Context: an optimization exercise on an open-source flow, tuned for a short achievable clock period and few clock cycles per item. The choices shown serve that exercise and are no tape-out recipe. Only simulation tests tie the RTL to the original design; equivalence was not proved. No activity file was given, so power comes from the tool's default toggle rates.

<file path="design/flow/run.sh">
#!/bin/bash
# synth_recipe.tcl (not shown) runs the flow's synth.tcl, then flattens the netlist and writes it again
# the make line also repeats each setting of config.mk as NAME=value (left out here)
make -C /OpenROAD-flow-scripts/flow DESIGN_CONFIG=/design/flow/config.mk WORK_HOME=/design/flow/orfs CLKGATE_MAP_FILE= SYNTH_SCRIPT=/design/flow/synth_recipe.tcl finish
</file>
<file path="design/flow/config.mk">
export PLATFORM = sky130hd
export DESIGN_NAME = ex_mem_top
export DESIGN_NICKNAME = ex_mem_top
export VERILOG_FILES = /design/flow/design.v
export SDC_FILE = /design/flow/constraint.sdc
export NUM_CORES = 4
export LEC_CHECK = 0
export CAP_MARGIN = 20
export CORE_MARGIN = 2
export CORE_UTILIZATION = 40
export SLEW_MARGIN = 20
</file>
<file path="design/flow/constraint.sdc">
create_clock -name core_clock -period 6.5 [get_ports {CLK}]
set_input_delay 1.3000 -clock core_clock [delete_from_list [all_inputs] [get_ports {CLK}]]
set_output_delay 1.3000 -clock core_clock [all_outputs]
set_load 0.01 [all_outputs]
</file>
<file path="design/flow/design.v">
`timescale 1ns/1ps
module alu_unit (
   input  logic [3:0]  aluop,
   input  logic [31:0] porta,
   input  logic [31:0] portb,
   output logic [31:0] result,
   output logic        zero
);
   localparam logic [3:0] ALU_ADD  = 4'h0;
   localparam logic [3:0] ALU_SUB  = 4'h1;
   localparam logic [3:0] ALU_AND  = 4'h2;
   localparam logic [3:0] ALU_OR   = 4'h3;
   localparam logic [3:0] ALU_XOR  = 4'h4;
   localparam logic [3:0] ALU_NOR  = 4'h5;
   localparam logic [3:0] ALU_SLL  = 4'h6;
   localparam logic [3:0] ALU_SRL  = 4'h7;
   localparam logic [3:0] ALU_SLT  = 4'h8;
   localparam logic [3:0] ALU_SLTU = 4'h9;
   logic [4:0] shamt;
   assign shamt = porta[4:0];  
   always_comb begin
      case (aluop)
         ALU_ADD:  result = porta + portb;
         ALU_SUB:  result = porta - portb;
         ALU_AND:  result = porta & portb;
         ALU_OR:   result = porta | portb;
         ALU_XOR:  result = porta ^ portb;
         ALU_NOR:  result = ~(porta | portb);
         ALU_SLL:  result = portb << shamt;
         ALU_SRL:  result = portb >> shamt;
         ALU_SLT:  result = {31'b0, $signed(porta) < $signed(portb)};
         ALU_SLTU: result = {31'b0, porta < portb};
         default:  result = '0;
      endcase
   end
   assign zero = (result == '0);
endmodule
`timescale 1ns/1ps
module branch_resolve (
   input  logic        CLK,
   input  logic        nRST,
   input  logic        accept,
   input  logic [1:0]  br_kind,
   input  logic [31:0] rs_val,
   input  logic [31:0] rt_val,
   input  logic [31:0] pcn,
   input  logic [31:0] imm,
   output logic        taken,
   output logic [31:0] target,
   output logic        flush
);
   localparam logic [1:0] BR_EQ   = 2'd1;
   localparam logic [1:0] BR_NE   = 2'd2;
   localparam logic [1:0] BR_JUMP = 2'd3;
   logic eq;
   logic cond;
   logic squash_q;
   assign eq = (rs_val == rt_val);  
   always_comb begin
      case (br_kind)
         BR_EQ:   cond = eq;
         BR_NE:   cond = !eq;
         BR_JUMP: cond = 1'b1;
         default: cond = 1'b0;
      endcase
   end
   assign target = pcn + (imm << 2);
   assign taken = accept && cond && !squash_q;  
   always_ff @(posedge CLK, negedge nRST) begin
      if (!nRST) begin
         squash_q <= 1'b0;
      end else if (accept) begin
         squash_q <= taken;
      end
   end
   assign flush = squash_q;
endmodule
`timescale 1ns/1ps
module pl_ex_mem (
   input  logic        CLK,
   input  logic        nRST,
   input  logic        wen,
   input  logic        flush,
   input  logic [1:0]  wb_memtoreg_in,
   input  logic        wb_regwrite_in,
   input  logic        m_branch_in,
   input  logic        m_memread_in,
   input  logic        m_memwrite_in,
   input  logic        alu_zero_in,
   input  logic [31:0] alu_output_in,
   input  logic [31:0] adder_result_in,
   input  logic [31:0] regfile_rdat2_in,
   input  logic [4:0]  reg_instr_in,
   input  logic        halt_in,
   input  logic [31:0] pcn_in,
   output logic [1:0]  wb_memtoreg_out,
   output logic        wb_regwrite_out,
   output logic        m_branch_out,
   output logic        m_memread_out,
   output logic        m_memwrite_out,
   output logic        alu_zero_out,
   output logic [31:0] alu_output_out,
   output logic [31:0] adder_result_out,
   output logic [31:0] regfile_rdat2_out,
   output logic [4:0]  reg_instr_out,
   output logic        halt_out,
   output logic [31:0] pcn_out,
   output logic        entry_valid
);
   localparam logic [1:0]  MTR_ALU  = 2'd0;
   localparam logic [31:0] RESET_PC = 32'h0000_0000;  
   always_ff @(posedge CLK, negedge nRST) begin
      if (!nRST) begin
         wb_memtoreg_out <= MTR_ALU;
         wb_regwrite_out <= 1'b0;
         m_branch_out <= 1'b0;
         m_memread_out <= 1'b0;
         m_memwrite_out <= 1'b0;
         alu_zero_out <= 1'b0;
         alu_output_out <= '0;
         adder_result_out <= '0;
         regfile_rdat2_out <= '0;
         reg_instr_out <= '0;
         halt_out <= 1'b0;
         pcn_out <= RESET_PC;
         entry_valid <= 1'b0;  
      end else if (flush) begin
         m_memread_out <= 1'b0;
         m_memwrite_out <= 1'b0;
         wb_regwrite_out <= 1'b0;
         halt_out <= 1'b0;
         pcn_out <= '0;
         entry_valid <= 1'b0;
      end else if (wen) begin
         wb_memtoreg_out <= wb_memtoreg_in;
         wb_regwrite_out <= wb_regwrite_in;
         m_branch_out <= m_branch_in;
         m_memread_out <= m_memread_in;
         m_memwrite_out <= m_memwrite_in;
         alu_zero_out <= alu_zero_in;
         alu_output_out <= alu_output_in;
         adder_result_out <= adder_result_in;
         regfile_rdat2_out <= regfile_rdat2_in;
         reg_instr_out <= reg_instr_in;
         halt_out <= halt_in;
         pcn_out <= pcn_in;
         entry_valid <= 1'b1;
      end
   end
endmodule
`timescale 1ns/1ps
module mem_access (
   input  logic        CLK,
   input  logic        nRST,
   input  logic [1:0]  wb_memtoreg_out,
   input  logic        wb_regwrite_out,
   input  logic        m_memread_out,
   input  logic        m_memwrite_out,
   input  logic [31:0] alu_output_out,
   input  logic [31:0] regfile_rdat2_out,
   input  logic [4:0]  reg_instr_out,
   input  logic        halt_out,
   input  logic [31:0] pcn_out,
   output logic        wen,
   input  logic        entry_valid,
   output logic        ex_ready,
   output logic        cyc,
   output logic        stb,
   output logic        we,
   output logic [31:0] adr,
   output logic [31:0] wdata,
   output logic [3:0]  sel,
   input  logic [31:0] rdata,
   input  logic        ack,
   output logic        retire_valid,
   output logic        retire_regwrite,
   output logic        retire_halt,
   output logic [4:0]  retire_dest,
   output logic [31:0] retire_data
);
   localparam logic [1:0] MTR_MEM  = 2'd1;
   localparam logic [1:0] MTR_LINK = 2'd2;  
   localparam logic MEM_IDLE = 1'b0;
   localparam logic MEM_BUSY = 1'b1;
   logic        state;
   logic        bubble_q;  
   logic        consumed;  
   logic        is_mem;
   logic        issue;
   logic [31:0] load_q;
   assign is_mem = entry_valid && (m_memread_out || m_memwrite_out);
   assign issue = (state == MEM_IDLE) && is_mem && !consumed && !bubble_q;
   assign cyc = issue || (state == MEM_BUSY);
   assign stb = cyc;
   assign we = cyc && m_memwrite_out;
   assign adr = alu_output_out;
   assign wdata = regfile_rdat2_out;
   assign sel = 4'hf;  
   assign ex_ready = !cyc;
   assign wen = ex_ready;
   always_ff @(posedge CLK, negedge nRST) begin
      if (!nRST) begin
         state <= MEM_IDLE;
         bubble_q <= 1'b1;
         consumed <= 1'b0;
      end else begin
         if (wen) begin
            bubble_q <= 1'b0;  
            consumed <= 1'b0;
         end
         case (state)
            MEM_IDLE: begin
               if (issue && ack) begin
                  consumed <= 1'b1;  
               end else if (issue) begin
                  state <= MEM_BUSY;
               end
            end
            MEM_BUSY: begin
               if (ack) begin
                  state <= MEM_IDLE;
                  consumed <= 1'b1;
               end
            end
            default: state <= MEM_IDLE;
         endcase
      end
   end
   always_ff @(posedge CLK) begin
      if (cyc && ack) begin
         load_q <= rdata;
      end
   end
   assign retire_valid = ex_ready && !bubble_q;
   assign retire_regwrite = retire_valid && entry_valid && wb_regwrite_out;
   assign retire_halt = retire_valid && entry_valid && halt_out;
   assign retire_dest = reg_instr_out;
   always_comb begin
      case (wb_memtoreg_out)
         MTR_MEM:  retire_data = load_q;
         MTR_LINK: retire_data = pcn_out;
         default:  retire_data = alu_output_out;
      endcase
   end
endmodule
`timescale 1ns/1ps
module ex_mem_top (
   input  logic        CLK,
   input  logic        nRST,
   input  logic [3:0]  aluop,
   input  logic [31:0] porta,
   input  logic [31:0] portb,
   input  logic [31:0] imm,
   input  logic [31:0] pcn,
   input  logic [1:0]  br_kind,
   input  logic [1:0]  memtoreg,
   input  logic        regwrite,
   input  logic        memread,
   input  logic        memwrite,
   input  logic        halt,
   input  logic [4:0]  dest,
   output logic        ex_ready,
   output logic        branch_taken,
   output logic [31:0] branch_target,
   output logic        cyc,
   output logic        stb,
   output logic        we,
   output logic [31:0] adr,
   output logic [31:0] wdata,
   output logic [3:0]  sel,
   input  logic [31:0] rdata,
   input  logic        ack,
   output logic        retire_valid,
   output logic        retire_regwrite,
   output logic        retire_halt,
   output logic [4:0]  retire_dest,
   output logic [31:0] retire_data
);
   logic [31:0] alu_b;
   logic        entry_valid;
   logic [31:0] alu_output_in, alu_output_out;
   logic        alu_zero_in, alu_zero_out;
   logic [1:0]  wb_memtoreg_out;
   logic        wb_regwrite_out, m_branch_out, m_memread_out, m_memwrite_out;
   logic [31:0] adder_result_out, regfile_rdat2_out, pcn_out;
   logic [4:0]  reg_instr_out;
   logic        halt_out;
   logic        wen, flush;
   assign alu_b = (memread || memwrite) ? imm : portb;
   alu_unit u_alu (
      .aluop  (aluop),
      .porta  (porta),
      .portb  (alu_b),
      .result (alu_output_in),
      .zero   (alu_zero_in)
   );
   branch_resolve u_branch (
      .CLK     (CLK),
      .nRST    (nRST),
      .accept  (ex_ready),
      .br_kind (br_kind),
      .rs_val  (porta),
      .rt_val  (portb),
      .pcn     (pcn),
      .imm     (imm),
      .taken   (branch_taken),
      .target  (branch_target),
      .flush   (flush)
   );
   pl_ex_mem u_ex_mem (
      .CLK               (CLK),
      .nRST              (nRST),
      .wen               (wen),
      .flush             (flush),
      .wb_memtoreg_in    (memtoreg),
      .wb_regwrite_in    (regwrite),
      .m_branch_in       (branch_taken),
      .m_memread_in      (memread),
      .m_memwrite_in     (memwrite),
      .alu_zero_in       (alu_zero_in),
      .alu_output_in     (alu_output_in),
      .adder_result_in   (branch_target),
      .regfile_rdat2_in  (portb),
      .reg_instr_in      (dest),
      .halt_in           (halt),
      .pcn_in            (pcn),
      .wb_memtoreg_out   (wb_memtoreg_out),
      .wb_regwrite_out   (wb_regwrite_out),
      .m_branch_out      (m_branch_out),
      .m_memread_out     (m_memread_out),
      .m_memwrite_out    (m_memwrite_out),
      .alu_zero_out      (alu_zero_out),
      .alu_output_out    (alu_output_out),
      .adder_result_out  (adder_result_out),
      .regfile_rdat2_out (regfile_rdat2_out),
      .reg_instr_out     (reg_instr_out),
      .halt_out          (halt_out),
      .pcn_out           (pcn_out),
      .entry_valid       (entry_valid)
   );
   mem_access u_mem (
      .CLK               (CLK),
      .nRST              (nRST),
      .wb_memtoreg_out   (wb_memtoreg_out),
      .wb_regwrite_out   (wb_regwrite_out),
      .m_memread_out     (m_memread_out),
      .m_memwrite_out    (m_memwrite_out),
      .alu_output_out    (alu_output_out),
      .regfile_rdat2_out (regfile_rdat2_out),
      .reg_instr_out     (reg_instr_out),
      .halt_out          (halt_out),
      .pcn_out           (pcn_out),
      .wen               (wen),
      .entry_valid       (entry_valid),
      .ex_ready          (ex_ready),
      .cyc               (cyc),
      .stb               (stb),
      .we                (we),
      .adr               (adr),
      .wdata             (wdata),
      .sel               (sel),
      .rdata             (rdata),
      .ack               (ack),
      .retire_valid      (retire_valid),
      .retire_regwrite   (retire_regwrite),
      .retire_halt       (retire_halt),
      .retire_dest       (retire_dest),
      .retire_data       (retire_data)
   );
endmodule
</file>
==> flow_summary.yaml <==
floorplan:
  design.core.area_sq_um: 40800
  die_height_um: 208
  num_io_pins: 325
  die_area_sq_um: 43100
  placementRows: 74
  die_w_um: 208
  floorplan.initialDensity: 0.406
routing:
  avgRoutedWirePerCell_um: 28.4
  antenna_left: 0
  dr.pass1.iters: 6
  remaining_drc_errors: 0
  vias: 18310
  dr.first_iter.drc_count: 1897
  wirelength_um: 82900
  vias_per_cell: 6.28
grt:
  global_route.overflow_total: 0
  global_route_wire_length_before_repair_um: 121000
  gr-usage-all-layers: 0.375
  grt_max_degree: 65
  antenna_found_initial: 4
  grt_pass1_vias: 17560
outcome:
  outcome: "finished clean"
sta:
  relSlewSlack: 0.278
  max_freq_mhz: 158
  timing.final.setup_violations: 0
  setup_ws_ns: 0.166
  finalHoldViolCount: 0
  finClkSkew_ns: 0.0133
  slew_viol_final: 0
  max_slew.worst_pin.slew_ns: 1.08
  fin_crit_ns: 6.33
  timing.final.crit_share: 0.974
  finalSetupTns_ns: 0
final_layout:
  synthToLayoutAreaGrowth_pct: 27.5
  fin_nets: 2682
  share_of_final_layout_standard_cells_stronger_than_drive_strength_1: 0.0932
  final_cell_count_no_fill: 2915
synthesis:
  synth_area_per_cell_sq_um: 7.95
  synth_cell_type_count: 88
  synthArstFlopShare: 0.778
  synth_edf_count: 32
  ys.warnings.count: 4
  synth.ff_latch_count: 144
  netlist_area_sq_um: 16600
  synth_top_cell_area_share: 0.168
  netlist_top_cells_area: "dfrtp_1 (17%), ha_1 (9.8%), nand2_1 (8.2%)"
  yosys_most_used_dff: "dfrtp_1"
  netlist.top_cell.by_area: "dfrtp_1"
  cell_count_after_synthesis: 2084
  synth_seq_area_share: 0.227
place:
  place.port_buffers: 320
  hpwl_um: 64300
  place_worst_setup_slack_ns: 0.0632
  globalplace.congestion: 1.02
  placed_cells_incl_taps: 2881
critical_path:
  crit_path_start_kind: "primary input"
  end_kind: "output pin"
  critical_path.max_fanout: 5
  worst-setup-path-type: "in2out"
  crit_arrival_ns: 5.03
  worstPathRequired_ns: 5.20
cts:
  tritoncts: "built"
  cts.htree.levels: 4
  clock_sinks: 144
  clk_path_buf_depth: 2
  root_buffer: "clkbuf_16"
  clock_latency_ns: 0.47
  postCtsHoldBufs: 0
  path_clk_slew_ns: 0.06
  cts_inserted_buffers: 17
power_and_ir_drop:
  power.density_cell_area_nw_per_um2: 312
  leakage_nw: 9.01
  vdd.ir_drop.worst_mv: 0.286
min_path:
  min_path_type: "reg2reg"
flow_run:
  max-cap-violations: 0
## synth_stat cells, types with 13 or more instances
cell type / count
o21bai_1: 17
ha_1: 130
and3_1: 14
o21ai_0: 140
o221ai_1: 13
nand2_1: 362
nor2_1: 133
a21o_1: 28
o22ai_1: 16
buf_1: 14
nand2b_1: 15
nor3_1: 34
inv_1: 106
a221o_1: 13
dfrtp_1: 111
clkbuf_1: 104
nor4_1: 16
buf_2: 14
a22oi_1: 48
nand3_1: 30
mux2i_1: 106
mux2_2: 15
mux4_2: 32
xnor2_1: 35
a211oi_1: 29
o211ai_1: 17
a31oi_1: 24
xor2_1: 39
a221oi_1: 33
edfxtp_1: 32
a21oi_1: 173
## worst paths after layout
path | from | endpoint | slack (ns) | depth (start not counted)
max reg2reg | u_ex_mem.m_memread_out$_DFFE_PN0P_ | u_ex_mem.alu_output_out[23]$_DFFE_PN0P_ | 3.06 | 11
max | pcn[6] | branch_target[31] | 0.17 | 15
min reg2reg | u_ex_mem.regfile_rdat2_out[23]$_DFFE_PN0P_ | u_ex_mem.regfile_rdat2_out[23]$_DFFE_PN0P_ | 0.47 | 2
min | u_ex_mem.regfile_rdat2_out[23]$_DFFE_PN0P_ | u_ex_mem.regfile_rdat2_out[23]$_DFFE_PN0P_ | 0.47 | 2
min in group asynchronous | nRST | u_ex_mem.pcn_out[30]$_DFFE_PN0P_ | 0.97 | 1
max in group asynchronous | nRST | u_ex_mem.regfile_rdat2_out[10]$_DFFE_PN0P_ | 4.20 | 2
## sequential cells by signal, summed over array words and instances, names as in the netlist
register,cells
u_ex_mem.wb_memtoreg_out,2
u_ex_mem.entry_valid,1
u_ex_mem.regfile_rdat2_out,32
u_ex_mem.pcn_out,32
u_mem.load_q,32
u_ex_mem.reg_instr_out,5
u_mem.consumed,1
u_ex_mem.m_memread_out,1
u_ex_mem.alu_output_out,32
u_ex_mem.wb_regwrite_out,1
u_ex_mem.m_memwrite_out,1
u_ex_mem.halt_out,1
u_mem.bubble_q,1
u_mem.state,1
u_branch.squash_q,1
## critical path, stage by stage
cell	delay (ns)
clkdlybuf4s50_1	0.49
ha_1	0.40
a21oi_1	0.19
nand2_1	0.08
a31oi_2	0.26
o21ai_1	0.20
a31oi_2	0.33
buf_4	0.20
o31ai_2	0.09
o41ai_2	0.31
buf_4	0.19
o2111ai_1	0.12
a21oi_1	0.18
xnor2_1	0.13
clkdlybuf4s50_1	0.55
## per-layer routing
layer / part of all wire / up-vias / GRT usage
li1: - / 8174 / -
met1: 0.41 / 8908 / 0.485
met2: 0.45 / 1021 / 0.580
met3: 0.091 / 201 / 0.0980
met4: 0.052 / 6 / 0.183
met5: 0.00051 / - / 0
## per-stage QoR
stage	cell area (sq um)	utilization	hold slack (ns)	power, mW
2_1_floorplan	16600	-	0.437	3.52
3_3_place_gp	20500	0.502	0.457	5.48
3_5_place_dp	20500	0.502	0.463	5.49
4_1_cts	21100	0.516	0.471	6.54
5_1_grt	21100	0.517	0.483	6.92
6_report	21100	0.517	0.474	6.58
## cells by family after synthesis
logic type / synth area share
AND/OR/NAND/NOR: 0.170
AO/OA/AOI/OAI: 0.255
buffers and inverters: 0.0633
multiplexers: 0.142
flip-flops: 0.227
adder cells (fa/ha/maj): 0.102
XOR/XNOR: 0.0391
other: 0.000226
## cell usage in the layout (no fill, tap or decap), types with 11 or more instances in the layout
cell	Yosys	layout
a21oi_1	173	173
nand2b_1	15	14
mux4_2	32	32
clkdlybuf4s50_1	0	316
nand2_1	362	362
ha_1	130	129
xor2_1	39	39
and2_1	11	11
o21a_1	11	11
o21ai_0	140	140
edfxtp_1	32	32
mux2i_1	106	106
o22ai_1	16	16
dfrtp_1	111	111
o21bai_1	17	17
mux2i_2	12	12
o211ai_1	17	17
nor2_1	133	132
nor3_1	34	33
a221oi_1	33	33
nand3_1	30	29
nor4_1	16	16
inv_1	106	105
buf_4	7	85
o221ai_1	13	13
a22oi_1	48	48
a211oi_1	29	29
xnor2_1	35	35
a21o_1	28	28
a31oi_1	24	22
and3_1	14	14
a221o_1	13	13
clkbuf_16	0	17
mux2_2	15	15
## report_power, final
group / leakage [nW] / total (mW) / internal [mW] / switching [mW]
Sequential: 1.72 / 1.59 / 1.30 / 0.289
Clock: 0.276 / 1.03 / 0.569 / 0.460
Combinational: 7.01 / 3.97 / 1.58 / 2.38
Total: 9.01 / 6.58 / 3.45 / 3.13
## repair_timing
action | in CTS | in global routing
buffers inserted | 0 | 1
gates resized for setup | 0 | 4
setup endpoints to repair | 0 | 3
## layout make-up
type	count	area, sq um
clock inverters	15	159
fillers	4040	19700
multi-input cells	1687	11800
inverters	114	428
well taps	532	666
repair buffers	405	3840
diodes	1	2.50
flip-flops and latches	144	3760
clock buffers	17	425
Testbench counts, summed over its fixed seeds: cycles 228,520, items 160,000.

[static timing again, ports no longer ideal]
In the flow no input, the clock included, has a driving cell. The finished layout below was timed again as built, in two steps.
Step 1: set_driving_cell puts a clkbuf_16 on CLK and a buf_2 on each other input, an assumption about the parent block.
Step 2 moves the port delays by t, midway between the first and last clock arrival at a register: inputs arrive t later, outputs are due t later. That takes back most of the time a late clock gives input paths.
a / b / c = ideal / step 1 / step 2; a / b = the first two.
t, ns: 0.516
setup WS [ns]: 0.166 / 0.144 / 0.144
hold WS [ns]: 0.474 / 0.474 / 0.474
worst register clock-pin slew, ns: 0.08 / 0.08
worst data-port slew with drivers (ns): 0.09
After both steps this run still meets setup and hold. The setup slack of this run moves by -0.022 ns with the drivers and by -0.022 ns with both steps.
